This design comes from an exercise in tuning for small area on the open sky130 flow, not from production work.
Function was checked by simulation only, so behaviour that the tests miss may differ from the original.

File: flow/design.v
module awgn_clt_gen (
    input  logic        clock,
    input  logic        rst_n,
    input  logic        init,
    input  logic        ce,
    input  logic [31:0] seed,
    input  logic        gain_we,
    input  logic [0:0]  gain_sel,
    input  logic [15:0] gain_val,
    output logic        x_en,
    output logic [31:0] awgn
);
    localparam logic [31:0] MIX0 = 32'h9E3779B9;
    localparam logic [31:0] MIX1 = 32'h3C6EF372;
    localparam logic [15:0] ACC0 = 16'hA000;   
    function automatic logic [31:0] xs(input logic [31:0] s_in);
        logic [31:0] s;
        s = s_in ^ (s_in << 13);
        s = s ^ (s >> 17);
        s = s ^ (s << 5);
        xs = s;
    endfunction
    function automatic logic [31:0] cseed(input logic [31:0] b, input logic [31:0] m);
        logic [31:0] s;
        s = b ^ m;
        cseed = (s == 32'h0) ? 32'h1 : s;
    endfunction
    logic [31:0] s0_r, s1_r;
    logic [15:0] acc0_r, acc1_r;
    logic [15:0] g0_r, g1_r;
    logic [3:0]  cnt_r;
    logic        v1_r, x_en_r;
    logic [31:0] awgn_r;
    logic [31:0] d0, d1;
    logic [15:0] ae0, ae1, sum0, sum1, gn0, gn1, ma, mb;
    logic [19:0] q;
    logic        povf, novf;
    logic [15:0] sat;
    logic        c0, last;
    assign c0   = (cnt_r == 4'd0);
    assign last = (cnt_r == 4'd11);
    assign d0   = xs(s0_r);
    assign d1   = xs(s1_r);
    awgn_addf u_add0 (.a(acc0_r), .u(d0[31:20]), .s(ae0));   
    awgn_addr u_add1 (.a(acc1_r), .u(d1[31:20]), .s(ae1));
    assign sum0 = c0 ? {ACC0[15:12], d0[31:20]} : ae0;
    assign sum1 = c0 ? {ACC0[15:12], d1[31:20]} : ae1;
    assign gn0  = (gain_we && gain_sel == 1'b0) ? gain_val : g0_r;
    assign gn1  = (gain_we && gain_sel == 1'b1) ? gain_val : g1_r;
    assign ma   = v1_r ? acc1_r : sum0;
    assign mb   = (gain_we && gain_sel == 1'b0 && !v1_r) ? gain_val : (v1_r ? g1_r : g0_r);
    awgn_mul u_mul (.a(ma), .b(mb), .q(q));
    assign povf = !q[19] && (q[18:15] != 4'b0000);
    assign novf =  q[19] && ((q[18:15] != 4'b1111) || (q[14:0] == 15'd0));
    assign sat  = povf ? 16'h7FFF : novf ? 16'h8001 : q[15:0];
    always_ff @(posedge clock or negedge rst_n) begin
        if (!rst_n) begin
            s0_r   <= MIX0 ^ 32'h1;
            s1_r   <= MIX1 ^ 32'h1;
            cnt_r  <= 4'd0;
            v1_r   <= 1'b0;
            x_en_r <= 1'b0;
            g0_r   <= 16'h1000;
            g1_r   <= 16'h1000;
            awgn_r <= 32'h0;
        end else begin
            if (init) begin
                s0_r  <= cseed(seed, MIX0);
                s1_r  <= cseed(seed, MIX1);
                cnt_r <= 4'd0;
            end else if (ce) begin
                s0_r  <= d0;
                s1_r  <= d1;
                cnt_r <= last ? 4'd0 : cnt_r + 4'd1;
            end
            v1_r   <= ce && !init && last;
            x_en_r <= v1_r;
            g0_r   <= gn0;
            g1_r   <= gn1;
            if (v1_r) awgn_r <= {sat, acc0_r};
        end
    end
    always_ff @(posedge clock) begin
        if (ce) begin
            acc0_r <= last ? sat : sum0;
            acc1_r <= sum1;
        end
    end
    assign x_en = x_en_r;
    assign awgn = awgn_r;
endmodule
module awgn_mul (
    input  logic [15:0] a,
    input  logic [15:0] b,
    output logic [19:0] q
);
    logic bt1;
    logic x2;
    logic x3;
    logic x4;
    logic x5;
    logic x6;
    logic x7;
    logic x8;
    logic x9;
    logic x10;
    logic x11;
    logic x12;
    logic x13;
    logic x14;
    logic x15;
    logic x16;
    logic x17;
    logic x18;
    logic ns19;
    logic bo20;
    logic bt21;
    logic x22;
    logic x23;
    logic x24;
    logic x25;
    logic x26;
    logic x27;
    logic x28;
    logic x29;
    logic x30;
    logic x31;
    logic x32;
    logic x33;
    logic x34;
    logic x35;
    logic x36;
    logic x37;
    logic x38;
    logic ns39;
    logic bo40;
    logic bt41;
    logic x42;
    logic x43;
    logic x44;
    logic x45;
    logic x46;
    logic x47;
    logic x48;
    logic x49;
    logic x50;
    logic x51;
    logic x52;
    logic x53;
    logic x54;
    logic x55;
    logic x56;
    logic x57;
    logic x58;
    logic ns59;
    logic bo60;
    logic bt61;
    logic x62;
    logic x63;
    logic x64;
    logic x65;
    logic x66;
    logic x67;
    logic x68;
    logic x69;
    logic x70;
    logic x71;
    logic x72;
    logic x73;
    logic x74;
    logic x75;
    logic x76;
    logic x77;
    logic x78;
    logic ns79;
    logic bo80;
    logic bt81;
    logic x82;
    logic x83;
    logic x84;
    logic x85;
    logic x86;
    logic x87;
    logic x88;
    logic x89;
    logic x90;
    logic x91;
    logic x92;
    logic x93;
    logic x94;
    logic x95;
    logic x96;
    logic x97;
    logic x98;
    logic ns99;
    logic bo100;
    logic bt101;
    logic x102;
    logic x103;
    logic x104;
    logic x105;
    logic x106;
    logic x107;
    logic x108;
    logic x109;
    logic x110;
    logic x111;
    logic x112;
    logic x113;
    logic x114;
    logic x115;
    logic x116;
    logic x117;
    logic x118;
    logic ns119;
    logic bo120;
    logic bt121;
    logic x122;
    logic x123;
    logic x124;
    logic x125;
    logic x126;
    logic x127;
    logic x128;
    logic x129;
    logic x130;
    logic x131;
    logic x132;
    logic x133;
    logic x134;
    logic x135;
    logic x136;
    logic x137;
    logic x138;
    logic ns139;
    logic bo140;
    logic bt141;
    logic x142;
    logic x143;
    logic x144;
    logic x145;
    logic x146;
    logic x147;
    logic x148;
    logic x149;
    logic x150;
    logic x151;
    logic x152;
    logic x153;
    logic x154;
    logic x155;
    logic x156;
    logic x157;
    logic x158;
    logic ns159;
    logic s160;
    logic c161;
    logic s162;
    logic c163;
    logic s164;
    logic c165;
    logic s166;
    logic c167;
    logic s168;
    logic c169;
    logic s170;
    logic c171;
    logic s172;
    logic c173;
    logic s174;
    logic c175;
    logic s176;
    logic c177;
    logic s178;
    logic c179;
    logic s180;
    logic c181;
    logic s182;
    logic c183;
    logic s184;
    logic c185;
    logic s186;
    logic c187;
    logic s188;
    logic c189;
    logic s190;
    logic c191;
    logic s192;
    logic c193;
    logic s194;
    logic c195;
    logic s196;
    logic c197;
    logic s198;
    logic c199;
    logic s200;
    logic c201;
    logic s202;
    logic c203;
    logic s204;
    logic c205;
    logic s206;
    logic c207;
    logic s208;
    logic c209;
    logic s210;
    logic c211;
    logic s212;
    logic c213;
    logic s214;
    logic c215;
    logic s216;
    logic c217;
    logic s218;
    logic c219;
    logic s220;
    logic c221;
    logic s222;
    logic c223;
    logic s224;
    logic c225;
    logic s226;
    logic c227;
    logic s228;
    logic c229;
    logic s230;
    logic c231;
    logic s232;
    logic c233;
    logic s234;
    logic c235;
    logic s236;
    logic c237;
    logic s238;
    logic c239;
    logic s240;
    logic c241;
    logic s242;
    logic c243;
    logic s244;
    logic c245;
    logic s246;
    logic c247;
    logic s248;
    logic c249;
    logic s250;
    logic c251;
    logic s252;
    logic c253;
    logic s254;
    logic c255;
    logic s256;
    logic c257;
    logic s258;
    logic c259;
    logic s260;
    logic c261;
    logic s262;
    logic c263;
    logic s264;
    logic c265;
    logic s266;
    logic c267;
    logic s268;
    logic c269;
    logic s270;
    logic c271;
    logic s272;
    logic c273;
    logic s274;
    logic c275;
    logic s276;
    logic c277;
    logic s278;
    logic c279;
    logic s280;
    logic c281;
    logic s282;
    logic c283;
    logic s284;
    logic c285;
    logic s286;
    logic c287;
    logic s288;
    logic c289;
    logic s290;
    logic c291;
    logic s292;
    logic c293;
    logic s294;
    logic c295;
    logic s296;
    logic c297;
    logic s298;
    logic c299;
    logic s300;
    logic c301;
    logic s302;
    logic c303;
    logic s304;
    logic c305;
    logic s306;
    logic c307;
    logic s308;
    logic c309;
    logic s310;
    logic c311;
    logic s312;
    logic c313;
    logic s314;
    logic c315;
    logic s316;
    logic c317;
    logic s318;
    logic c319;
    logic s320;
    logic c321;
    logic s322;
    logic c323;
    logic s324;
    logic c325;
    logic s326;
    logic c327;
    logic s328;
    logic c329;
    logic s330;
    logic c331;
    logic s332;
    logic c333;
    logic s334;
    logic c335;
    logic s336;
    logic c337;
    logic s338;
    logic c339;
    logic s340;
    logic c341;
    logic s342;
    logic c343;
    logic s344;
    logic c345;
    logic s346;
    logic c347;
    logic s348;
    logic c349;
    logic s350;
    logic c351;
    logic s352;
    logic c353;
    logic s354;
    logic c355;
    logic s356;
    logic c357;
    logic s358;
    logic c359;
    logic s360;
    logic c361;
    logic s362;
    logic c363;
    logic s364;
    logic c365;
    logic s366;
    logic c367;
    logic s368;
    logic c369;
    logic s370;
    logic c371;
    logic s372;
    logic c373;
    logic s374;
    logic c375;
    logic s376;
    logic c377;
    logic s378;
    logic c379;
    logic s380;
    logic c381;
    logic s382;
    logic c383;
    logic s384;
    logic c385;
    logic s386;
    logic c387;
    logic s388;
    logic c389;
    logic s390;
    logic c391;
    logic s392;
    logic c393;
    logic s394;
    logic c395;
    logic s396;
    logic c397;
    logic s398;
    logic c399;
    logic s400;
    logic c401;
    logic s402;
    logic c403;
    logic s404;
    logic c405;
    logic s406;
    logic c407;
    logic s408;
    logic c409;
    logic s410;
    logic c411;
    logic s412;
    logic c413;
    logic s414;
    logic c415;
    logic s416;
    logic c417;
    logic s418;
    logic c419;
    logic s420;
    logic c421;
    logic s422;
    logic c423;
    logic s424;
    logic c425;
    logic s426;
    logic c427;
    logic s428;
    logic c429;
    logic s430;
    logic c431;
    logic s432;
    logic c433;
    logic s434;
    logic c435;
    logic s436;
    logic c437;
    logic s438;
    logic c439;
    logic s440;
    logic c441;
    logic s442;
    logic c443;
    logic s444;
    logic c445;
    logic s446;
    logic c447;
    logic s448;
    logic c449;
    logic s450;
    logic c451;
    logic s452;
    logic c453;
    logic s454;
    logic c455;
    logic s456;
    logic c457;
    logic s458;
    logic c459;
    logic s460;
    logic c461;
    logic s462;
    logic c463;
    logic g464;
    logic g465;
    logic p466;
    logic g467;
    logic p468;
    logic g469;
    logic p470;
    logic g471;
    logic p472;
    logic g473;
    logic p474;
    logic g475;
    logic p476;
    logic g477;
    logic p478;
    logic g479;
    logic p480;
    logic g481;
    logic p482;
    logic g483;
    logic p484;
    logic g485;
    logic p486;
    logic g487;
    logic g488;
    logic p489;
    logic g490;
    logic p491;
    logic g492;
    logic p493;
    logic g494;
    logic p495;
    logic g496;
    logic p497;
    logic g498;
    logic g499;
    logic p500;
    logic g501;
    logic p502;
    logic g503;
    logic g504;
    logic g505;
    logic g506;
    logic g507;
    logic g508;
    logic g509;
    logic g510;
    logic g511;
    logic g512;
    logic g513;
    logic g514;
    logic g515;
    logic g516;
    logic g517;
    logic g518;
    logic g519;
    logic g520;
    logic g521;
    logic g522;
    logic s523;
    logic s524;
    logic s525;
    logic s526;
    logic s527;
    logic s528;
    logic s529;
    logic s530;
    logic s531;
    logic s532;
    logic s533;
    logic s534;
    logic s535;
    logic s536;
    logic s537;
    logic s538;
    logic s539;
    logic s540;
    logic s541;
    logic s542;
    logic s543;
    logic s544;
    logic s545;
    assign bt1 = a[1] & ~a[0];
    assign x2 = ((a[0] & b[0])) ^ a[1];
    assign x3 = ((a[0] & b[1]) | (bt1 & b[0])) ^ a[1];
    assign x4 = ((a[0] & b[2]) | (bt1 & b[1])) ^ a[1];
    assign x5 = ((a[0] & b[3]) | (bt1 & b[2])) ^ a[1];
    assign x6 = ((a[0] & b[4]) | (bt1 & b[3])) ^ a[1];
    assign x7 = ((a[0] & b[5]) | (bt1 & b[4])) ^ a[1];
    assign x8 = ((a[0] & b[6]) | (bt1 & b[5])) ^ a[1];
    assign x9 = ((a[0] & b[7]) | (bt1 & b[6])) ^ a[1];
    assign x10 = ((a[0] & b[8]) | (bt1 & b[7])) ^ a[1];
    assign x11 = ((a[0] & b[9]) | (bt1 & b[8])) ^ a[1];
    assign x12 = ((a[0] & b[10]) | (bt1 & b[9])) ^ a[1];
    assign x13 = ((a[0] & b[11]) | (bt1 & b[10])) ^ a[1];
    assign x14 = ((a[0] & b[12]) | (bt1 & b[11])) ^ a[1];
    assign x15 = ((a[0] & b[13]) | (bt1 & b[12])) ^ a[1];
    assign x16 = ((a[0] & b[14]) | (bt1 & b[13])) ^ a[1];
    assign x17 = ((a[0] & b[15]) | (bt1 & b[14])) ^ a[1];
    assign x18 = ((bt1 & b[15])) ^ a[1];
    assign ns19 = ~a[1];
    assign bo20 = a[2] ^ a[1];
    assign bt21 = (a[3] & ~a[2] & ~a[1]) | (~a[3] & a[2] & a[1]);
    assign x22 = ((bo20 & b[0])) ^ a[3];
    assign x23 = ((bo20 & b[1]) | (bt21 & b[0])) ^ a[3];
    assign x24 = ((bo20 & b[2]) | (bt21 & b[1])) ^ a[3];
    assign x25 = ((bo20 & b[3]) | (bt21 & b[2])) ^ a[3];
    assign x26 = ((bo20 & b[4]) | (bt21 & b[3])) ^ a[3];
    assign x27 = ((bo20 & b[5]) | (bt21 & b[4])) ^ a[3];
    assign x28 = ((bo20 & b[6]) | (bt21 & b[5])) ^ a[3];
    assign x29 = ((bo20 & b[7]) | (bt21 & b[6])) ^ a[3];
    assign x30 = ((bo20 & b[8]) | (bt21 & b[7])) ^ a[3];
    assign x31 = ((bo20 & b[9]) | (bt21 & b[8])) ^ a[3];
    assign x32 = ((bo20 & b[10]) | (bt21 & b[9])) ^ a[3];
    assign x33 = ((bo20 & b[11]) | (bt21 & b[10])) ^ a[3];
    assign x34 = ((bo20 & b[12]) | (bt21 & b[11])) ^ a[3];
    assign x35 = ((bo20 & b[13]) | (bt21 & b[12])) ^ a[3];
    assign x36 = ((bo20 & b[14]) | (bt21 & b[13])) ^ a[3];
    assign x37 = ((bo20 & b[15]) | (bt21 & b[14])) ^ a[3];
    assign x38 = ((bt21 & b[15])) ^ a[3];
    assign ns39 = ~a[3];
    assign bo40 = a[4] ^ a[3];
    assign bt41 = (a[5] & ~a[4] & ~a[3]) | (~a[5] & a[4] & a[3]);
    assign x42 = ((bo40 & b[0])) ^ a[5];
    assign x43 = ((bo40 & b[1]) | (bt41 & b[0])) ^ a[5];
    assign x44 = ((bo40 & b[2]) | (bt41 & b[1])) ^ a[5];
    assign x45 = ((bo40 & b[3]) | (bt41 & b[2])) ^ a[5];
    assign x46 = ((bo40 & b[4]) | (bt41 & b[3])) ^ a[5];
    assign x47 = ((bo40 & b[5]) | (bt41 & b[4])) ^ a[5];
    assign x48 = ((bo40 & b[6]) | (bt41 & b[5])) ^ a[5];
    assign x49 = ((bo40 & b[7]) | (bt41 & b[6])) ^ a[5];
    assign x50 = ((bo40 & b[8]) | (bt41 & b[7])) ^ a[5];
    assign x51 = ((bo40 & b[9]) | (bt41 & b[8])) ^ a[5];
    assign x52 = ((bo40 & b[10]) | (bt41 & b[9])) ^ a[5];
    assign x53 = ((bo40 & b[11]) | (bt41 & b[10])) ^ a[5];
    assign x54 = ((bo40 & b[12]) | (bt41 & b[11])) ^ a[5];
    assign x55 = ((bo40 & b[13]) | (bt41 & b[12])) ^ a[5];
    assign x56 = ((bo40 & b[14]) | (bt41 & b[13])) ^ a[5];
    assign x57 = ((bo40 & b[15]) | (bt41 & b[14])) ^ a[5];
    assign x58 = ((bt41 & b[15])) ^ a[5];
    assign ns59 = ~a[5];
    assign bo60 = a[6] ^ a[5];
    assign bt61 = (a[7] & ~a[6] & ~a[5]) | (~a[7] & a[6] & a[5]);
    assign x62 = ((bo60 & b[0])) ^ a[7];
    assign x63 = ((bo60 & b[1]) | (bt61 & b[0])) ^ a[7];
    assign x64 = ((bo60 & b[2]) | (bt61 & b[1])) ^ a[7];
    assign x65 = ((bo60 & b[3]) | (bt61 & b[2])) ^ a[7];
    assign x66 = ((bo60 & b[4]) | (bt61 & b[3])) ^ a[7];
    assign x67 = ((bo60 & b[5]) | (bt61 & b[4])) ^ a[7];
    assign x68 = ((bo60 & b[6]) | (bt61 & b[5])) ^ a[7];
    assign x69 = ((bo60 & b[7]) | (bt61 & b[6])) ^ a[7];
    assign x70 = ((bo60 & b[8]) | (bt61 & b[7])) ^ a[7];
    assign x71 = ((bo60 & b[9]) | (bt61 & b[8])) ^ a[7];
    assign x72 = ((bo60 & b[10]) | (bt61 & b[9])) ^ a[7];
    assign x73 = ((bo60 & b[11]) | (bt61 & b[10])) ^ a[7];
    assign x74 = ((bo60 & b[12]) | (bt61 & b[11])) ^ a[7];
    assign x75 = ((bo60 & b[13]) | (bt61 & b[12])) ^ a[7];
    assign x76 = ((bo60 & b[14]) | (bt61 & b[13])) ^ a[7];
    assign x77 = ((bo60 & b[15]) | (bt61 & b[14])) ^ a[7];
    assign x78 = ((bt61 & b[15])) ^ a[7];
    assign ns79 = ~a[7];
    assign bo80 = a[8] ^ a[7];
    assign bt81 = (a[9] & ~a[8] & ~a[7]) | (~a[9] & a[8] & a[7]);
    assign x82 = ((bo80 & b[0])) ^ a[9];
    assign x83 = ((bo80 & b[1]) | (bt81 & b[0])) ^ a[9];
    assign x84 = ((bo80 & b[2]) | (bt81 & b[1])) ^ a[9];
    assign x85 = ((bo80 & b[3]) | (bt81 & b[2])) ^ a[9];
    assign x86 = ((bo80 & b[4]) | (bt81 & b[3])) ^ a[9];
    assign x87 = ((bo80 & b[5]) | (bt81 & b[4])) ^ a[9];
    assign x88 = ((bo80 & b[6]) | (bt81 & b[5])) ^ a[9];
    assign x89 = ((bo80 & b[7]) | (bt81 & b[6])) ^ a[9];
    assign x90 = ((bo80 & b[8]) | (bt81 & b[7])) ^ a[9];
    assign x91 = ((bo80 & b[9]) | (bt81 & b[8])) ^ a[9];
    assign x92 = ((bo80 & b[10]) | (bt81 & b[9])) ^ a[9];
    assign x93 = ((bo80 & b[11]) | (bt81 & b[10])) ^ a[9];
    assign x94 = ((bo80 & b[12]) | (bt81 & b[11])) ^ a[9];
    assign x95 = ((bo80 & b[13]) | (bt81 & b[12])) ^ a[9];
    assign x96 = ((bo80 & b[14]) | (bt81 & b[13])) ^ a[9];
    assign x97 = ((bo80 & b[15]) | (bt81 & b[14])) ^ a[9];
    assign x98 = ((bt81 & b[15])) ^ a[9];
    assign ns99 = ~a[9];
    assign bo100 = a[10] ^ a[9];
    assign bt101 = (a[11] & ~a[10] & ~a[9]) | (~a[11] & a[10] & a[9]);
    assign x102 = ((bo100 & b[0])) ^ a[11];
    assign x103 = ((bo100 & b[1]) | (bt101 & b[0])) ^ a[11];
    assign x104 = ((bo100 & b[2]) | (bt101 & b[1])) ^ a[11];
    assign x105 = ((bo100 & b[3]) | (bt101 & b[2])) ^ a[11];
    assign x106 = ((bo100 & b[4]) | (bt101 & b[3])) ^ a[11];
    assign x107 = ((bo100 & b[5]) | (bt101 & b[4])) ^ a[11];
    assign x108 = ((bo100 & b[6]) | (bt101 & b[5])) ^ a[11];
    assign x109 = ((bo100 & b[7]) | (bt101 & b[6])) ^ a[11];
    assign x110 = ((bo100 & b[8]) | (bt101 & b[7])) ^ a[11];
    assign x111 = ((bo100 & b[9]) | (bt101 & b[8])) ^ a[11];
    assign x112 = ((bo100 & b[10]) | (bt101 & b[9])) ^ a[11];
    assign x113 = ((bo100 & b[11]) | (bt101 & b[10])) ^ a[11];
    assign x114 = ((bo100 & b[12]) | (bt101 & b[11])) ^ a[11];
    assign x115 = ((bo100 & b[13]) | (bt101 & b[12])) ^ a[11];
    assign x116 = ((bo100 & b[14]) | (bt101 & b[13])) ^ a[11];
    assign x117 = ((bo100 & b[15]) | (bt101 & b[14])) ^ a[11];
    assign x118 = ((bt101 & b[15])) ^ a[11];
    assign ns119 = ~a[11];
    assign bo120 = a[12] ^ a[11];
    assign bt121 = (a[13] & ~a[12] & ~a[11]) | (~a[13] & a[12] & a[11]);
    assign x122 = ((bo120 & b[0])) ^ a[13];
    assign x123 = ((bo120 & b[1]) | (bt121 & b[0])) ^ a[13];
    assign x124 = ((bo120 & b[2]) | (bt121 & b[1])) ^ a[13];
    assign x125 = ((bo120 & b[3]) | (bt121 & b[2])) ^ a[13];
    assign x126 = ((bo120 & b[4]) | (bt121 & b[3])) ^ a[13];
    assign x127 = ((bo120 & b[5]) | (bt121 & b[4])) ^ a[13];
    assign x128 = ((bo120 & b[6]) | (bt121 & b[5])) ^ a[13];
    assign x129 = ((bo120 & b[7]) | (bt121 & b[6])) ^ a[13];
    assign x130 = ((bo120 & b[8]) | (bt121 & b[7])) ^ a[13];
    assign x131 = ((bo120 & b[9]) | (bt121 & b[8])) ^ a[13];
    assign x132 = ((bo120 & b[10]) | (bt121 & b[9])) ^ a[13];
    assign x133 = ((bo120 & b[11]) | (bt121 & b[10])) ^ a[13];
    assign x134 = ((bo120 & b[12]) | (bt121 & b[11])) ^ a[13];
    assign x135 = ((bo120 & b[13]) | (bt121 & b[12])) ^ a[13];
    assign x136 = ((bo120 & b[14]) | (bt121 & b[13])) ^ a[13];
    assign x137 = ((bo120 & b[15]) | (bt121 & b[14])) ^ a[13];
    assign x138 = ((bt121 & b[15])) ^ a[13];
    assign ns139 = ~a[13];
    assign bo140 = a[14] ^ a[13];
    assign bt141 = (a[15] & ~a[14] & ~a[13]) | (~a[15] & a[14] & a[13]);
    assign x142 = ((bo140 & b[0])) ^ a[15];
    assign x143 = ((bo140 & b[1]) | (bt141 & b[0])) ^ a[15];
    assign x144 = ((bo140 & b[2]) | (bt141 & b[1])) ^ a[15];
    assign x145 = ((bo140 & b[3]) | (bt141 & b[2])) ^ a[15];
    assign x146 = ((bo140 & b[4]) | (bt141 & b[3])) ^ a[15];
    assign x147 = ((bo140 & b[5]) | (bt141 & b[4])) ^ a[15];
    assign x148 = ((bo140 & b[6]) | (bt141 & b[5])) ^ a[15];
    assign x149 = ((bo140 & b[7]) | (bt141 & b[6])) ^ a[15];
    assign x150 = ((bo140 & b[8]) | (bt141 & b[7])) ^ a[15];
    assign x151 = ((bo140 & b[9]) | (bt141 & b[8])) ^ a[15];
    assign x152 = ((bo140 & b[10]) | (bt141 & b[9])) ^ a[15];
    assign x153 = ((bo140 & b[11]) | (bt141 & b[10])) ^ a[15];
    assign x154 = ((bo140 & b[12]) | (bt141 & b[11])) ^ a[15];
    assign x155 = ((bo140 & b[13]) | (bt141 & b[12])) ^ a[15];
    assign x156 = ((bo140 & b[14]) | (bt141 & b[13])) ^ a[15];
    assign x157 = ((bo140 & b[15]) | (bt141 & b[14])) ^ a[15];
    assign x158 = ((bt141 & b[15])) ^ a[15];
    assign ns159 = ~a[15];
    assign s160 = x12 ^ x30;
    assign c161 = x12 & x30;
    assign s162 = x13 ^ x31;
    assign c163 = x13 & x31;
    assign s164 = x14 ^ x32 ^ x50;
    assign c165 = (x14 & x32) | (x14 & x50) | (x32 & x50);
    assign s166 = x68 ^ x86;
    assign c167 = x68 & x86;
    assign s168 = x15 ^ x33 ^ x51;
    assign c169 = (x15 & x33) | (x15 & x51) | (x33 & x51);
    assign s170 = x69 ^ x87;
    assign c171 = x69 & x87;
    assign s172 = x16 ^ x34 ^ x52;
    assign c173 = (x16 & x34) | (x16 & x52) | (x34 & x52);
    assign s174 = x70 ^ x88 ^ x106;
    assign c175 = (x70 & x88) | (x70 & x106) | (x88 & x106);
    assign s176 = x124 ^ x142;
    assign c177 = x124 & x142;
    assign s178 = x17 ^ x35 ^ x53;
    assign c179 = (x17 & x35) | (x17 & x53) | (x35 & x53);
    assign s180 = x71 ^ x89 ^ x107;
    assign c181 = (x71 & x89) | (x71 & x107) | (x89 & x107);
    assign s182 = x125 ^ x143;
    assign c183 = x125 & x143;
    assign s184 = x18 ^ x36 ^ x54;
    assign c185 = (x18 & x36) | (x18 & x54) | (x36 & x54);
    assign s186 = x72 ^ x90 ^ x108;
    assign c187 = (x72 & x90) | (x72 & x108) | (x90 & x108);
    assign s188 = x126 ^ x144;
    assign c189 = x126 & x144;
    assign s190 = a[1] ^ x37 ^ x55;
    assign c191 = (a[1] & x37) | (a[1] & x55) | (x37 & x55);
    assign s192 = x73 ^ x91 ^ x109;
    assign c193 = (x73 & x91) | (x73 & x109) | (x91 & x109);
    assign s194 = x127 ^ x145;
    assign c195 = x127 & x145;
    assign s196 = a[1] ^ x38 ^ x56;
    assign c197 = (a[1] & x38) | (a[1] & x56) | (x38 & x56);
    assign s198 = x74 ^ x92 ^ x110;
    assign c199 = (x74 & x92) | (x74 & x110) | (x92 & x110);
    assign s200 = x128 ^ x146;
    assign c201 = x128 & x146;
    assign s202 = ns19 ^ ns39 ^ x57;
    assign c203 = (ns19 & ns39) | (ns19 & x57) | (ns39 & x57);
    assign s204 = x75 ^ x93 ^ x111;
    assign c205 = (x75 & x93) | (x75 & x111) | (x93 & x111);
    assign s206 = x129 ^ x147;
    assign c207 = x129 & x147;
    assign s208 = 1'b1 ^ x58 ^ x76;
    assign c209 = (1'b1 & x58) | (1'b1 & x76) | (x58 & x76);
    assign s210 = x94 ^ x112 ^ x130;
    assign c211 = (x94 & x112) | (x94 & x130) | (x112 & x130);
    assign s212 = ns59 ^ x77 ^ x95;
    assign c213 = (ns59 & x77) | (ns59 & x95) | (x77 & x95);
    assign s214 = 1'b1 ^ x78;
    assign c215 = 1'b1 & x78;
    assign s216 = x8 ^ x26;
    assign c217 = x8 & x26;
    assign s218 = x9 ^ x27;
    assign c219 = x9 & x27;
    assign s220 = x10 ^ x28 ^ x46;
    assign c221 = (x10 & x28) | (x10 & x46) | (x28 & x46);
    assign s222 = x64 ^ x82;
    assign c223 = x64 & x82;
    assign s224 = x11 ^ x29 ^ x47;
    assign c225 = (x11 & x29) | (x11 & x47) | (x29 & x47);
    assign s226 = x65 ^ x83;
    assign c227 = x65 & x83;
    assign s228 = x48 ^ x66 ^ x84;
    assign c229 = (x48 & x66) | (x48 & x84) | (x66 & x84);
    assign s230 = x102 ^ a[11] ^ s160;
    assign c231 = (x102 & a[11]) | (x102 & s160) | (a[11] & s160);
    assign s232 = x49 ^ x67 ^ x85;
    assign c233 = (x49 & x67) | (x49 & x85) | (x67 & x85);
    assign s234 = x103 ^ c161 ^ s162;
    assign c235 = (x103 & c161) | (x103 & s162) | (c161 & s162);
    assign s236 = x104 ^ x122 ^ a[13];
    assign c237 = (x104 & x122) | (x104 & a[13]) | (x122 & a[13]);
    assign s238 = c163 ^ s164 ^ s166;
    assign c239 = (c163 & s164) | (c163 & s166) | (s164 & s166);
    assign s240 = x105 ^ x123 ^ c165;
    assign c241 = (x105 & x123) | (x105 & c165) | (x123 & c165);
    assign s242 = c167 ^ s168 ^ s170;
    assign c243 = (c167 & s168) | (c167 & s170) | (s168 & s170);
    assign s244 = a[15] ^ c169 ^ c171;
    assign c245 = (a[15] & c169) | (a[15] & c171) | (c169 & c171);
    assign s246 = s172 ^ s174 ^ s176;
    assign c247 = (s172 & s174) | (s172 & s176) | (s174 & s176);
    assign s248 = c173 ^ c175 ^ c177;
    assign c249 = (c173 & c175) | (c173 & c177) | (c175 & c177);
    assign s250 = s178 ^ s180 ^ s182;
    assign c251 = (s178 & s180) | (s178 & s182) | (s180 & s182);
    assign s252 = c179 ^ c181 ^ c183;
    assign c253 = (c179 & c181) | (c179 & c183) | (c181 & c183);
    assign s254 = s184 ^ s186 ^ s188;
    assign c255 = (s184 & s186) | (s184 & s188) | (s186 & s188);
    assign s256 = c185 ^ c187 ^ c189;
    assign c257 = (c185 & c187) | (c185 & c189) | (c187 & c189);
    assign s258 = s190 ^ s192 ^ s194;
    assign c259 = (s190 & s192) | (s190 & s194) | (s192 & s194);
    assign s260 = c191 ^ c193 ^ c195;
    assign c261 = (c191 & c193) | (c191 & c195) | (c193 & c195);
    assign s262 = s196 ^ s198 ^ s200;
    assign c263 = (s196 & s198) | (s196 & s200) | (s198 & s200);
    assign s264 = c197 ^ c199 ^ c201;
    assign c265 = (c197 & c199) | (c197 & c201) | (c199 & c201);
    assign s266 = s202 ^ s204 ^ s206;
    assign c267 = (s202 & s204) | (s202 & s206) | (s204 & s206);
    assign s268 = x148 ^ c203 ^ c205;
    assign c269 = (x148 & c203) | (x148 & c205) | (c203 & c205);
    assign s270 = c207 ^ s208 ^ s210;
    assign c271 = (c207 & s208) | (c207 & s210) | (s208 & s210);
    assign s272 = x113 ^ x131 ^ x149;
    assign c273 = (x113 & x131) | (x113 & x149) | (x131 & x149);
    assign s274 = c209 ^ c211 ^ s212;
    assign c275 = (c209 & c211) | (c209 & s212) | (c211 & s212);
    assign s276 = x96 ^ x114 ^ x132;
    assign c277 = (x96 & x114) | (x96 & x132) | (x114 & x132);
    assign s278 = x150 ^ c213 ^ s214;
    assign c279 = (x150 & c213) | (x150 & s214) | (c213 & s214);
    assign s280 = ns79 ^ x97 ^ x115;
    assign c281 = (ns79 & x97) | (ns79 & x115) | (x97 & x115);
    assign s282 = x133 ^ x151 ^ c215;
    assign c283 = (x133 & x151) | (x133 & c215) | (x151 & c215);
    assign s284 = 1'b1 ^ x98 ^ x116;
    assign c285 = (1'b1 & x98) | (1'b1 & x116) | (x98 & x116);
    assign s286 = x134 ^ x152;
    assign c287 = x134 & x152;
    assign s288 = ns99 ^ x117 ^ x135;
    assign c289 = (ns99 & x117) | (ns99 & x135) | (x117 & x135);
    assign s290 = 1'b1 ^ x118;
    assign c291 = 1'b1 & x118;
    assign s292 = x6 ^ x24;
    assign c293 = x6 & x24;
    assign s294 = x7 ^ x25;
    assign c295 = x7 & x25;
    assign s296 = x44 ^ x62 ^ a[7];
    assign c297 = (x44 & x62) | (x44 & a[7]) | (x62 & a[7]);
    assign s298 = x45 ^ x63 ^ c217;
    assign c299 = (x45 & x63) | (x45 & c217) | (x63 & c217);
    assign s300 = a[9] ^ c219 ^ s220;
    assign c301 = (a[9] & c219) | (a[9] & s220) | (c219 & s220);
    assign s302 = c221 ^ c223 ^ s224;
    assign c303 = (c221 & c223) | (c221 & s224) | (c223 & s224);
    assign s304 = c225 ^ c227 ^ s228;
    assign c305 = (c225 & c227) | (c225 & s228) | (c227 & s228);
    assign s306 = c229 ^ c231 ^ s232;
    assign c307 = (c229 & c231) | (c229 & s232) | (c231 & s232);
    assign s308 = c233 ^ c235 ^ s236;
    assign c309 = (c233 & c235) | (c233 & s236) | (c235 & s236);
    assign s310 = c237 ^ c239 ^ s240;
    assign c311 = (c237 & c239) | (c237 & s240) | (c239 & s240);
    assign s312 = c241 ^ c243 ^ s244;
    assign c313 = (c241 & c243) | (c241 & s244) | (c243 & s244);
    assign s314 = c245 ^ c247 ^ s248;
    assign c315 = (c245 & c247) | (c245 & s248) | (c247 & s248);
    assign s316 = c249 ^ c251 ^ s252;
    assign c317 = (c249 & c251) | (c249 & s252) | (c251 & s252);
    assign s318 = c253 ^ c255 ^ s256;
    assign c319 = (c253 & c255) | (c253 & s256) | (c255 & s256);
    assign s320 = c257 ^ c259 ^ s260;
    assign c321 = (c257 & c259) | (c257 & s260) | (c259 & s260);
    assign s322 = c261 ^ c263 ^ s264;
    assign c323 = (c261 & c263) | (c261 & s264) | (c263 & s264);
    assign s324 = c265 ^ c267 ^ s268;
    assign c325 = (c265 & c267) | (c265 & s268) | (c267 & s268);
    assign s326 = c269 ^ c271 ^ s272;
    assign c327 = (c269 & c271) | (c269 & s272) | (c271 & s272);
    assign s328 = c273 ^ c275 ^ s276;
    assign c329 = (c273 & c275) | (c273 & s276) | (c275 & s276);
    assign s330 = c277 ^ c279 ^ s280;
    assign c331 = (c277 & c279) | (c277 & s280) | (c279 & s280);
    assign s332 = c281 ^ c283 ^ s284;
    assign c333 = (c281 & c283) | (c281 & s284) | (c283 & s284);
    assign s334 = x153 ^ c285 ^ c287;
    assign c335 = (x153 & c285) | (x153 & c287) | (c285 & c287);
    assign s336 = x136 ^ x154 ^ c289;
    assign c337 = (x136 & x154) | (x136 & c289) | (x154 & c289);
    assign s338 = ns119 ^ x137 ^ x155;
    assign c339 = (ns119 & x137) | (ns119 & x155) | (x137 & x155);
    assign s340 = 1'b1 ^ x138;
    assign c341 = 1'b1 & x138;
    assign s342 = x4 ^ x22;
    assign c343 = x4 & x22;
    assign s344 = x5 ^ x23;
    assign c345 = x5 & x23;
    assign s346 = x42 ^ a[5] ^ s292;
    assign c347 = (x42 & a[5]) | (x42 & s292) | (a[5] & s292);
    assign s348 = x43 ^ c293 ^ s294;
    assign c349 = (x43 & c293) | (x43 & s294) | (c293 & s294);
    assign s350 = s216 ^ c295 ^ s296;
    assign c351 = (s216 & c295) | (s216 & s296) | (c295 & s296);
    assign s352 = s218 ^ c297 ^ s298;
    assign c353 = (s218 & c297) | (s218 & s298) | (c297 & s298);
    assign s354 = s222 ^ c299 ^ s300;
    assign c355 = (s222 & c299) | (s222 & s300) | (c299 & s300);
    assign s356 = s226 ^ c301 ^ s302;
    assign c357 = (s226 & c301) | (s226 & s302) | (c301 & s302);
    assign s358 = s230 ^ c303 ^ s304;
    assign c359 = (s230 & c303) | (s230 & s304) | (c303 & s304);
    assign s360 = s234 ^ c305 ^ s306;
    assign c361 = (s234 & c305) | (s234 & s306) | (c305 & s306);
    assign s362 = s238 ^ c307 ^ s308;
    assign c363 = (s238 & c307) | (s238 & s308) | (c307 & s308);
    assign s364 = s242 ^ c309 ^ s310;
    assign c365 = (s242 & c309) | (s242 & s310) | (c309 & s310);
    assign s366 = s246 ^ c311 ^ s312;
    assign c367 = (s246 & c311) | (s246 & s312) | (c311 & s312);
    assign s368 = s250 ^ c313 ^ s314;
    assign c369 = (s250 & c313) | (s250 & s314) | (c313 & s314);
    assign s370 = s254 ^ c315 ^ s316;
    assign c371 = (s254 & c315) | (s254 & s316) | (c315 & s316);
    assign s372 = s258 ^ c317 ^ s318;
    assign c373 = (s258 & c317) | (s258 & s318) | (c317 & s318);
    assign s374 = s262 ^ c319 ^ s320;
    assign c375 = (s262 & c319) | (s262 & s320) | (c319 & s320);
    assign s376 = s266 ^ c321 ^ s322;
    assign c377 = (s266 & c321) | (s266 & s322) | (c321 & s322);
    assign s378 = s270 ^ c323 ^ s324;
    assign c379 = (s270 & c323) | (s270 & s324) | (c323 & s324);
    assign s380 = s274 ^ c325 ^ s326;
    assign c381 = (s274 & c325) | (s274 & s326) | (c325 & s326);
    assign s382 = s278 ^ c327 ^ s328;
    assign c383 = (s278 & c327) | (s278 & s328) | (c327 & s328);
    assign s384 = s282 ^ c329 ^ s330;
    assign c385 = (s282 & c329) | (s282 & s330) | (c329 & s330);
    assign s386 = s286 ^ c331 ^ s332;
    assign c387 = (s286 & c331) | (s286 & s332) | (c331 & s332);
    assign s388 = s288 ^ c333 ^ s334;
    assign c389 = (s288 & c333) | (s288 & s334) | (c333 & s334);
    assign s390 = s290 ^ c335 ^ s336;
    assign c391 = (s290 & c335) | (s290 & s336) | (c335 & s336);
    assign s392 = c291 ^ c337 ^ s338;
    assign c393 = (c291 & c337) | (c291 & s338) | (c337 & s338);
    assign s394 = x156 ^ c339 ^ s340;
    assign c395 = (x156 & c339) | (x156 & s340) | (c339 & s340);
    assign s396 = ns139 ^ x157 ^ c341;
    assign c397 = (ns139 & x157) | (ns139 & c341) | (x157 & c341);
    assign s398 = 1'b1 ^ x158;
    assign c399 = 1'b1 & x158;
    assign s400 = x2 ^ a[1];
    assign c401 = x2 & a[1];
    assign s402 = x3 ^ c401;
    assign c403 = x3 & c401;
    assign s404 = a[3] ^ s342 ^ c403;
    assign c405 = (a[3] & s342) | (a[3] & c403) | (s342 & c403);
    assign s406 = c343 ^ s344 ^ c405;
    assign c407 = (c343 & s344) | (c343 & c405) | (s344 & c405);
    assign s408 = c345 ^ s346 ^ c407;
    assign c409 = (c345 & s346) | (c345 & c407) | (s346 & c407);
    assign s410 = c347 ^ s348 ^ c409;
    assign c411 = (c347 & s348) | (c347 & c409) | (s348 & c409);
    assign s412 = c349 ^ s350 ^ c411;
    assign c413 = (c349 & s350) | (c349 & c411) | (s350 & c411);
    assign s414 = c351 ^ s352 ^ c413;
    assign c415 = (c351 & s352) | (c351 & c413) | (s352 & c413);
    assign s416 = c353 ^ s354 ^ c415;
    assign c417 = (c353 & s354) | (c353 & c415) | (s354 & c415);
    assign s418 = c355 ^ s356;
    assign c419 = c355 & s356;
    assign s420 = c357 ^ s358;
    assign c421 = c357 & s358;
    assign s422 = c359 ^ s360;
    assign c423 = c359 & s360;
    assign s424 = c361 ^ s362;
    assign c425 = c361 & s362;
    assign s426 = c363 ^ s364;
    assign c427 = c363 & s364;
    assign s428 = c365 ^ s366;
    assign c429 = c365 & s366;
    assign s430 = c367 ^ s368;
    assign c431 = c367 & s368;
    assign s432 = c369 ^ s370;
    assign c433 = c369 & s370;
    assign s434 = c371 ^ s372;
    assign c435 = c371 & s372;
    assign s436 = c373 ^ s374;
    assign c437 = c373 & s374;
    assign s438 = c375 ^ s376;
    assign c439 = c375 & s376;
    assign s440 = c377 ^ s378;
    assign c441 = c377 & s378;
    assign s442 = c379 ^ s380;
    assign c443 = c379 & s380;
    assign s444 = c381 ^ s382;
    assign c445 = c381 & s382;
    assign s446 = c383 ^ s384;
    assign c447 = c383 & s384;
    assign s448 = c385 ^ s386;
    assign c449 = c385 & s386;
    assign s450 = c387 ^ s388;
    assign c451 = c387 & s388;
    assign s452 = c389 ^ s390;
    assign c453 = c389 & s390;
    assign s454 = c391 ^ s392;
    assign c455 = c391 & s392;
    assign s456 = c393 ^ s394;
    assign c457 = c393 & s394;
    assign s458 = c395 ^ s396;
    assign c459 = c395 & s396;
    assign s460 = c397 ^ s398;
    assign c461 = c397 & s398;
    assign s462 = ns159 ^ c399;
    assign c463 = ns159 & c399;
    assign g464 = c419 | (s418 & c417);
    assign g465 = c423 | (s422 & c421);
    assign p466 = s422 & s420;
    assign g467 = c427 | (s426 & c425);
    assign p468 = s426 & s424;
    assign g469 = c431 | (s430 & c429);
    assign p470 = s430 & s428;
    assign g471 = c435 | (s434 & c433);
    assign p472 = s434 & s432;
    assign g473 = c439 | (s438 & c437);
    assign p474 = s438 & s436;
    assign g475 = c443 | (s442 & c441);
    assign p476 = s442 & s440;
    assign g477 = c447 | (s446 & c445);
    assign p478 = s446 & s444;
    assign g479 = c451 | (s450 & c449);
    assign p480 = s450 & s448;
    assign g481 = c455 | (s454 & c453);
    assign p482 = s454 & s452;
    assign g483 = c459 | (s458 & c457);
    assign p484 = s458 & s456;
    assign g485 = c463 | (s462 & c461);
    assign p486 = s462 & s460;
    assign g487 = g465 | (p466 & g464);
    assign g488 = g469 | (p470 & g467);
    assign p489 = p470 & p468;
    assign g490 = g473 | (p474 & g471);
    assign p491 = p474 & p472;
    assign g492 = g477 | (p478 & g475);
    assign p493 = p478 & p476;
    assign g494 = g481 | (p482 & g479);
    assign p495 = p482 & p480;
    assign g496 = g485 | (p486 & g483);
    assign p497 = p486 & p484;
    assign g498 = g488 | (p489 & g487);
    assign g499 = g492 | (p493 & g490);
    assign p500 = p493 & p491;
    assign g501 = g496 | (p497 & g494);
    assign p502 = p497 & p495;
    assign g503 = g499 | (p500 & g498);
    assign g504 = g501 | (p502 & g503);
    assign g505 = g490 | (p491 & g498);
    assign g506 = g494 | (p495 & g503);
    assign g507 = g467 | (p468 & g487);
    assign g508 = g471 | (p472 & g498);
    assign g509 = g475 | (p476 & g505);
    assign g510 = g479 | (p480 & g503);
    assign g511 = g483 | (p484 & g506);
    assign g512 = c421 | (s420 & g464);
    assign g513 = c425 | (s424 & g487);
    assign g514 = c429 | (s428 & g507);
    assign g515 = c433 | (s432 & g498);
    assign g516 = c437 | (s436 & g508);
    assign g517 = c441 | (s440 & g505);
    assign g518 = c445 | (s444 & g509);
    assign g519 = c449 | (s448 & g503);
    assign g520 = c453 | (s452 & g510);
    assign g521 = c457 | (s456 & g506);
    assign g522 = c461 | (s460 & g511);
    assign s523 = s418 ^ c417;
    assign s524 = s420 ^ g464;
    assign s525 = s422 ^ g512;
    assign s526 = s424 ^ g487;
    assign s527 = s426 ^ g513;
    assign s528 = s428 ^ g507;
    assign s529 = s430 ^ g514;
    assign s530 = s432 ^ g498;
    assign s531 = s434 ^ g515;
    assign s532 = s436 ^ g508;
    assign s533 = s438 ^ g516;
    assign s534 = s440 ^ g505;
    assign s535 = s442 ^ g517;
    assign s536 = s444 ^ g509;
    assign s537 = s446 ^ g518;
    assign s538 = s448 ^ g503;
    assign s539 = s450 ^ g519;
    assign s540 = s452 ^ g510;
    assign s541 = s454 ^ g520;
    assign s542 = s456 ^ g506;
    assign s543 = s458 ^ g521;
    assign s544 = s460 ^ g511;
    assign s545 = s462 ^ g522;
    assign q = {s545, s544, s543, s542, s541, s540, s539, s538, s537, s536, s535, s534, s533, s532, s531, s530, s529, s528, s527, s526};
endmodule
module awgn_addf (
    input  logic [15:0] a,
    input  logic [11:0] u,
    output logic [15:0] s
);
    logic s1;
    logic c2;
    logic s3;
    logic c4;
    logic s5;
    logic c6;
    logic s7;
    logic c8;
    logic s9;
    logic c10;
    logic s11;
    logic c12;
    logic s13;
    logic c14;
    logic s15;
    logic c16;
    logic s17;
    logic c18;
    logic s19;
    logic c20;
    logic s21;
    logic c22;
    logic s23;
    logic c24;
    logic g25;
    logic p26;
    logic g27;
    logic p28;
    logic g29;
    logic p30;
    logic g31;
    logic p32;
    logic g33;
    logic p34;
    logic g35;
    logic p36;
    logic p37;
    logic p38;
    logic g39;
    logic p40;
    logic g41;
    logic p42;
    logic g43;
    logic p44;
    logic p45;
    logic g46;
    logic p47;
    logic g48;
    logic p49;
    logic g50;
    logic p51;
    logic g52;
    logic p53;
    logic g54;
    logic p55;
    logic g56;
    logic p57;
    logic g58;
    logic p59;
    logic g60;
    logic p61;
    logic g62;
    logic p63;
    logic g64;
    logic p65;
    logic g66;
    logic p67;
    logic g68;
    logic p69;
    logic g70;
    logic p71;
    logic g72;
    logic p73;
    logic s74;
    logic s75;
    logic s76;
    logic s77;
    logic s78;
    logic s79;
    logic s80;
    logic s81;
    logic s82;
    logic s83;
    logic s84;
    logic s85;
    logic s86;
    logic s87;
    logic s88;
    assign s1 = a[0] ^ u[0];
    assign c2 = a[0] & u[0];
    assign s3 = a[1] ^ u[1];
    assign c4 = a[1] & u[1];
    assign s5 = a[2] ^ u[2];
    assign c6 = a[2] & u[2];
    assign s7 = a[3] ^ u[3];
    assign c8 = a[3] & u[3];
    assign s9 = a[4] ^ u[4];
    assign c10 = a[4] & u[4];
    assign s11 = a[5] ^ u[5];
    assign c12 = a[5] & u[5];
    assign s13 = a[6] ^ u[6];
    assign c14 = a[6] & u[6];
    assign s15 = a[7] ^ u[7];
    assign c16 = a[7] & u[7];
    assign s17 = a[8] ^ u[8];
    assign c18 = a[8] & u[8];
    assign s19 = a[9] ^ u[9];
    assign c20 = a[9] & u[9];
    assign s21 = a[10] ^ u[10];
    assign c22 = a[10] & u[10];
    assign s23 = a[11] ^ u[11];
    assign c24 = a[11] & u[11];
    assign g25 = c4 | (s3 & c2);
    assign p26 = s3 & s1;
    assign g27 = c8 | (s7 & c6);
    assign p28 = s7 & s5;
    assign g29 = c12 | (s11 & c10);
    assign p30 = s11 & s9;
    assign g31 = c16 | (s15 & c14);
    assign p32 = s15 & s13;
    assign g33 = c20 | (s19 & c18);
    assign p34 = s19 & s17;
    assign g35 = c24 | (s23 & c22);
    assign p36 = s23 & s21;
    assign p37 = a[13] & a[12];
    assign p38 = a[15] & a[14];
    assign g39 = g27 | (p28 & g25);
    assign p40 = p28 & p26;
    assign g41 = g31 | (p32 & g29);
    assign p42 = p32 & p30;
    assign g43 = g35 | (p36 & g33);
    assign p44 = p36 & p34;
    assign p45 = p38 & p37;
    assign g46 = g41 | (p42 & g39);
    assign p47 = p42 & p40;
    assign g48 = p45 & g43;
    assign p49 = p45 & p44;
    assign g50 = g48 | (p49 & g46);
    assign p51 = p49 & p47;
    assign g52 = g43 | (p44 & g46);
    assign p53 = p44 & p47;
    assign g54 = g29 | (p30 & g39);
    assign p55 = p30 & p40;
    assign g56 = g33 | (p34 & g46);
    assign p57 = p34 & p47;
    assign g58 = p37 & g52;
    assign p59 = p37 & p53;
    assign g60 = c6 | (s5 & g25);
    assign p61 = s5 & p26;
    assign g62 = c10 | (s9 & g39);
    assign p63 = s9 & p40;
    assign g64 = c14 | (s13 & g54);
    assign p65 = s13 & p55;
    assign g66 = c18 | (s17 & g46);
    assign p67 = s17 & p47;
    assign g68 = c22 | (s21 & g56);
    assign p69 = s21 & p57;
    assign g70 = a[12] & g52;
    assign p71 = a[12] & p53;
    assign g72 = a[14] & g58;
    assign p73 = a[14] & p59;
    assign s74 = s3 ^ c2;
    assign s75 = s5 ^ g25;
    assign s76 = s7 ^ g60;
    assign s77 = s9 ^ g39;
    assign s78 = s11 ^ g62;
    assign s79 = s13 ^ g54;
    assign s80 = s15 ^ g64;
    assign s81 = s17 ^ g46;
    assign s82 = s19 ^ g66;
    assign s83 = s21 ^ g56;
    assign s84 = s23 ^ g68;
    assign s85 = a[12] ^ g52;
    assign s86 = a[13] ^ g70;
    assign s87 = a[14] ^ g58;
    assign s88 = a[15] ^ g72;
    assign s = {s88, s87, s86, s85, s84, s83, s82, s81, s80, s79, s78, s77, s76, s75, s74, s1};
endmodule
module awgn_addr (
    input  logic [15:0] a,
    input  logic [11:0] u,
    output logic [15:0] s
);
    logic s1;
    logic c2;
    logic s3;
    logic c4;
    logic s5;
    logic c6;
    logic s7;
    logic c8;
    logic s9;
    logic c10;
    logic s11;
    logic c12;
    logic s13;
    logic c14;
    logic s15;
    logic c16;
    logic s17;
    logic c18;
    logic s19;
    logic c20;
    logic s21;
    logic c22;
    logic s23;
    logic c24;
    logic s25;
    logic c26;
    logic s27;
    logic c28;
    logic s29;
    logic c30;
    logic s31;
    logic c32;
    assign s1 = a[0] ^ u[0];
    assign c2 = a[0] & u[0];
    assign s3 = a[1] ^ u[1] ^ c2;
    assign c4 = (a[1] & u[1]) | (a[1] & c2) | (u[1] & c2);
    assign s5 = a[2] ^ u[2] ^ c4;
    assign c6 = (a[2] & u[2]) | (a[2] & c4) | (u[2] & c4);
    assign s7 = a[3] ^ u[3] ^ c6;
    assign c8 = (a[3] & u[3]) | (a[3] & c6) | (u[3] & c6);
    assign s9 = a[4] ^ u[4] ^ c8;
    assign c10 = (a[4] & u[4]) | (a[4] & c8) | (u[4] & c8);
    assign s11 = a[5] ^ u[5] ^ c10;
    assign c12 = (a[5] & u[5]) | (a[5] & c10) | (u[5] & c10);
    assign s13 = a[6] ^ u[6] ^ c12;
    assign c14 = (a[6] & u[6]) | (a[6] & c12) | (u[6] & c12);
    assign s15 = a[7] ^ u[7] ^ c14;
    assign c16 = (a[7] & u[7]) | (a[7] & c14) | (u[7] & c14);
    assign s17 = a[8] ^ u[8] ^ c16;
    assign c18 = (a[8] & u[8]) | (a[8] & c16) | (u[8] & c16);
    assign s19 = a[9] ^ u[9] ^ c18;
    assign c20 = (a[9] & u[9]) | (a[9] & c18) | (u[9] & c18);
    assign s21 = a[10] ^ u[10] ^ c20;
    assign c22 = (a[10] & u[10]) | (a[10] & c20) | (u[10] & c20);
    assign s23 = a[11] ^ u[11] ^ c22;
    assign c24 = (a[11] & u[11]) | (a[11] & c22) | (u[11] & c22);
    assign s25 = a[12] ^ c24;
    assign c26 = a[12] & c24;
    assign s27 = a[13] ^ c26;
    assign c28 = a[13] & c26;
    assign s29 = a[14] ^ c28;
    assign c30 = a[14] & c28;
    assign s31 = a[15] ^ c30;
    assign c32 = a[15] & c30;
    assign s = {s31, s29, s27, s25, s23, s21, s19, s17, s15, s13, s11, s9, s7, s5, s3, s1};
endmodule
File: flow/flow/run.sh
#!/bin/bash
# Own flow: the standard layout (standard.sh, unchanged synthesis), with every
# input and output port buffered by the smallest buffer (buf_1) instead of the
# default choice. Each tool's output goes to a log file here.
set -euo pipefail
export BUFFER_PORTS_ARGS="-buffer_cell sky130_fd_sc_hd__buf_1"
bash standard.sh > standard_flow.log 2>&1
File: flow/standard.sh
#!/bin/bash
# synth_recipe.tcl (not shown) runs the flow's synth.tcl, then flattens the netlist and writes it again
# the make line also repeats each setting of config.mk as NAME=value (left out here)
make -C /OpenROAD-flow-scripts/flow DESIGN_CONFIG=/design/flow/config.mk WORK_HOME=/design/flow/orfs CLKGATE_MAP_FILE= SYNTH_SCRIPT=/design/flow/synth_recipe.tcl "${@:-finish}"
File: flow/config.mk
export PLATFORM = sky130hd
export DESIGN_NAME = awgn_clt_gen
export DESIGN_NICKNAME = awgn_clt_gen
export VERILOG_FILES = /design/flow/design.v
export SDC_FILE = /design/flow/constraint.sdc
export NUM_CORES = 4
export LEC_CHECK = 0
export ABC_AREA = 1
export CAP_MARGIN = 20
export CORE_MARGIN = 2
export CORE_UTILIZATION = 40
export CTS_BUF_LIST = sky130_fd_sc_hd__clkbuf_4 sky130_fd_sc_hd__clkbuf_8
export SLEW_MARGIN = 20
File: flow/constraint.sdc
create_clock -name core_clock -period 10.0 [get_ports {clock}]
set_input_delay 2.0000 -clock core_clock [delete_from_list [all_inputs] [get_ports {clock}]]
set_output_delay 2.0000 -clock core_clock [all_outputs]
set_load 0.01 [all_outputs]
==> results.txt <==
==> cell type report <==
cell class                 count  area, sq um  area share
clock inverter                13          121     0.00715
multi-input combinational   1318         9840       0.579
sequential                   166         4370       0.257
inverter                     268         1010      0.0598
timing repair buffer         139          739      0.0435
tap                          518          648      0.0382
clock buffer                  19          255      0.0150
==> critical path, delay by kind of cell, from the launching register on <==
family	cells	cell delay (ns)
AO/OA/AOI/OAI	11	2.04
AND/OR/NAND/NOR	14	1.79
buffers and inverters	9	0.97
adder cells (fa/ha/maj)	9	3.62
XOR/XNOR	1	0.13
flip-flops	1	0.56
==> layout by cell type, fill, tap and decap left out, drive strengths merged, types with 62 or more instances in the layout <==
| cell | netlist | layout |
|---|---|---|
| nor2 | 80 | 80 |
| o22ai | 121 | 121 |
| xor2 | 172 | 172 |
| inv | 268 | 272 |
| fa | 116 | 116 |
| nand2 | 349 | 349 |
| o21ai | 105 | 105 |
| xnor2 | 78 | 78 |
| dfrtp | 93 | 93 |
| ha | 62 | 62 |
| buf | 26 | 136 |
==> per-stage QoR <==
stage	TNS, ns	cells	instance area (sq um)
global route	-0.00723	2441	17000
floorplan	0	1846	15500
detailed placement	0	2405	16500
finish	0	2441	17000
global placement	0	2405	16500
CTS	0	2437	16900
==> state kept, by name, indices dropped and copies added (netlist names) <==
signal  cells
cnt_r       4
s0_r       32
v1_r        1
g0_r       16
acc0_r     16
awgn_r     32
s1_r       32
g1_r       16
x_en_r      1
acc1_r     16
==> kinds of logic (layout without fill, tap and decap cells) <==
family | Yosys count | after routing
and+or+nand+nor | 500 | 500
buffers and inverters | 362 | 439
adders and majority gates | 178 | 178
muxes | 14 | 14
xor gates and xnor gates | 250 | 250
AOI/OAI and AO/OA | 376 | 376
DFF | 166 | 166
==> per-layer routing <==
layer	routed length, um	share of wire	GRT usage
met5	0	0	0
met4	1360	0.030	0.0783
met3	2470	0.055	0.0394
met2	21500	0.48	0.378
met1	19600	0.44	0.308
==> worst max-delay path by stage <==
stage | cells after the start | to | slack [ns]
finish | 44 | acc0_r[5] | 0.59
global route | 45 | acc0_r[9] | -0.007
CTS | 44 | acc0_r[8] | 0.06
detailed placement | 44 | acc0_r[8] | 0.004
global placement | 44 | acc0_r[8] | 0.06
floorplan | 46 | acc0_r[7] | 0.82
==> what timing repair did <==
item                       in CTS  in global routing
hold buffers                    0                  0
setup buffers                   0                  4
pin swaps                       0                  1
setup endpoints to repair       6                 30
resized for setup               1                 22
==> reports/results.ini <==
[outcome]
status=no timing/DRC/antenna violations

[min_path]
startpoint_of_the_lowest_slack_hold_path=awgn_r[9]
hold-path-cell-count=2
hold_ep=awgn_r[9]
timing.hold.worst.class=flop to flop

[place]
port_buffers=86
gp_routability_congestion=0.906
dpl_worst_slack_ns=0.00420
hpwlAfterDp_mm=34.7

[global_routing]
grt_remaining_overflow=0
initial_antenna_violation_count=0
grt_first_pass_wirelength_mm=73.0
maximum_number_of_pins_on_one_net_before_global_route_repair=73
vias_in_the_first_global_route=13100
grt_util_all_layers=0.230

[synthesis]
netlist_instances=1846
synthDominantCellAreaShare=0.150
synth.net_count=2078
ys.warnings.count=1
synth_area_leader_cell=sky130_fd_sc_hd__dfrtp_1
yosys-top-cells-count=sky130_fd_sc_hd__nand2_1 (348), sky130_fd_sc_hd__inv_1 (262), sky130_fd_sc_hd__xor2_1 (172)
seq_area_frac_synth=0.281
dominantRegCellSynth=sky130_fd_sc_hd__dfrtp_1
syn-mean-instance-area_sq_um=8.41
ys_ff_latch=166
largest_family_of_logic_cells_by_synthesized_area=adder cells
synth.cell_area_sq_um=15500
async_reset_ff_frac=0.807
mux_share_of_post_synthesis_cell_area=0.00903
synth-simple-area-share=0.130
distinct_cell_type_count_after_synthesis=48
most_frequently_used_cell_type_in_the_post_synthesis_netlist=sky130_fd_sc_hd__nand2_1
synth-compound-area-share=0.147
edff_count_synth=32
synth-xor-area-share=0.142
synth.area.top_cells=sky130_fd_sc_hd__dfrtp_1 (15%), sky130_fd_sc_hd__fa_1 (15%), sky130_fd_sc_hd__xor2_1 (9.7%)
synth-adder-area-share=0.200

[floorplanning]
dieArea_sq_um=40400
fp-row-count=72
dieWidth_um=201
io_pins=87
core_sq_um=38500
dieHeight_um=201
start_util=0.403

[critical_path]
critPathArrivalTime_ns=9.67
worstReg2RegEnd=acc0_r[5]
cpPeakStageDelay_ns=0.56
worstSetupStartpoint=s0_r[7]
worst_path_max_delay_cell=sky130_fd_sc_hd__dfstp_2
crit_path_launch_type=flop
timing.critical_path.mode_cell=sky130_fd_sc_hd__nand2_1
critical_path.max_fanout=12
rr_worst_depth=44
beginning_of_the_worst_register_to_register_path=s0_r[7]
register_to_register_setup_slack_ns=0.59
worst_ep_required_time_ns=10.25
critical_path_class=flop to flop
crit_path_end_kind=flop

[clock_tree]
cts-buffers-inserted=17
clock_insertion_delay_worst_skew_ns=0.52
numClockSinks=166
cts_max_path_buffers=2
clock_slew_at_the_register_clock_pins_of_the_worst_setup_and_hold_paths_ns=0.11
cts_tree=yes
cts-htree-levels=4
clock_tree.root_cell=sky130_fd_sc_hd__clkbuf_8

[routing]
drc_errors=0
detail-route-antenna-nets=0
wl_per_cell_um=18.4
route.vias.total=13000
totalWireLength_mm=45.0
post_drt_via_cell_ratio=5.31
dr.first_iter.drc_count=1071
first_pass_iters=5

[sta]
final-hold-violation-count=0
crit_path_time_final_ns=9.41
hold_ws_ns=0.484
drv_slew=0
finalSetupViolations=0
final.period_utilization=0.941
max_slew.worst_pin.slew_ns=1.07
fmax_mhz=106
relSlewSlack=0.289
final_critical_path_setup_slack_ns=0.585
final.setup_skew_ns=0.0225

[layout]
nNetsFinal=2142
layout-area-overhead-vs-synth_pct=9.44
final.fill_count=3839
finalCoreUtilization=0.441
layout-drive-gt1-share=0.0936
n_antenna_cell=0

[flow_run]
max_cap_viol_count=0

re-timing with driven ports:
Ports are ideal in the flow. The routed layout listed here was re-timed in OpenROAD.
Step 1, drivers: a clkbuf_16 drives clock and a buf_2 each remaining input, both assumed.
Step 2 times the ports against the registers' clock, not the clock port: input delays grow and output delays shrink by t, the midpoint of the rising clock arrivals with the driver on.
a / b / c = no drivers / after step 1 / after step 2; a / b = the first two.
t (ns): 0.557
setup slack, ns: 0.585 / 0.585 / 0.585
worst hold slack (ns): 0.484 / 0.484 / 0.484
worst setup path after step 2: register to register
cell pins on the clock port's net: 1
After both steps setup and hold are still met in this run. For this run, drivers alone change the setup slack by 0.000 ns; drivers and shift together by 0.000 ns.
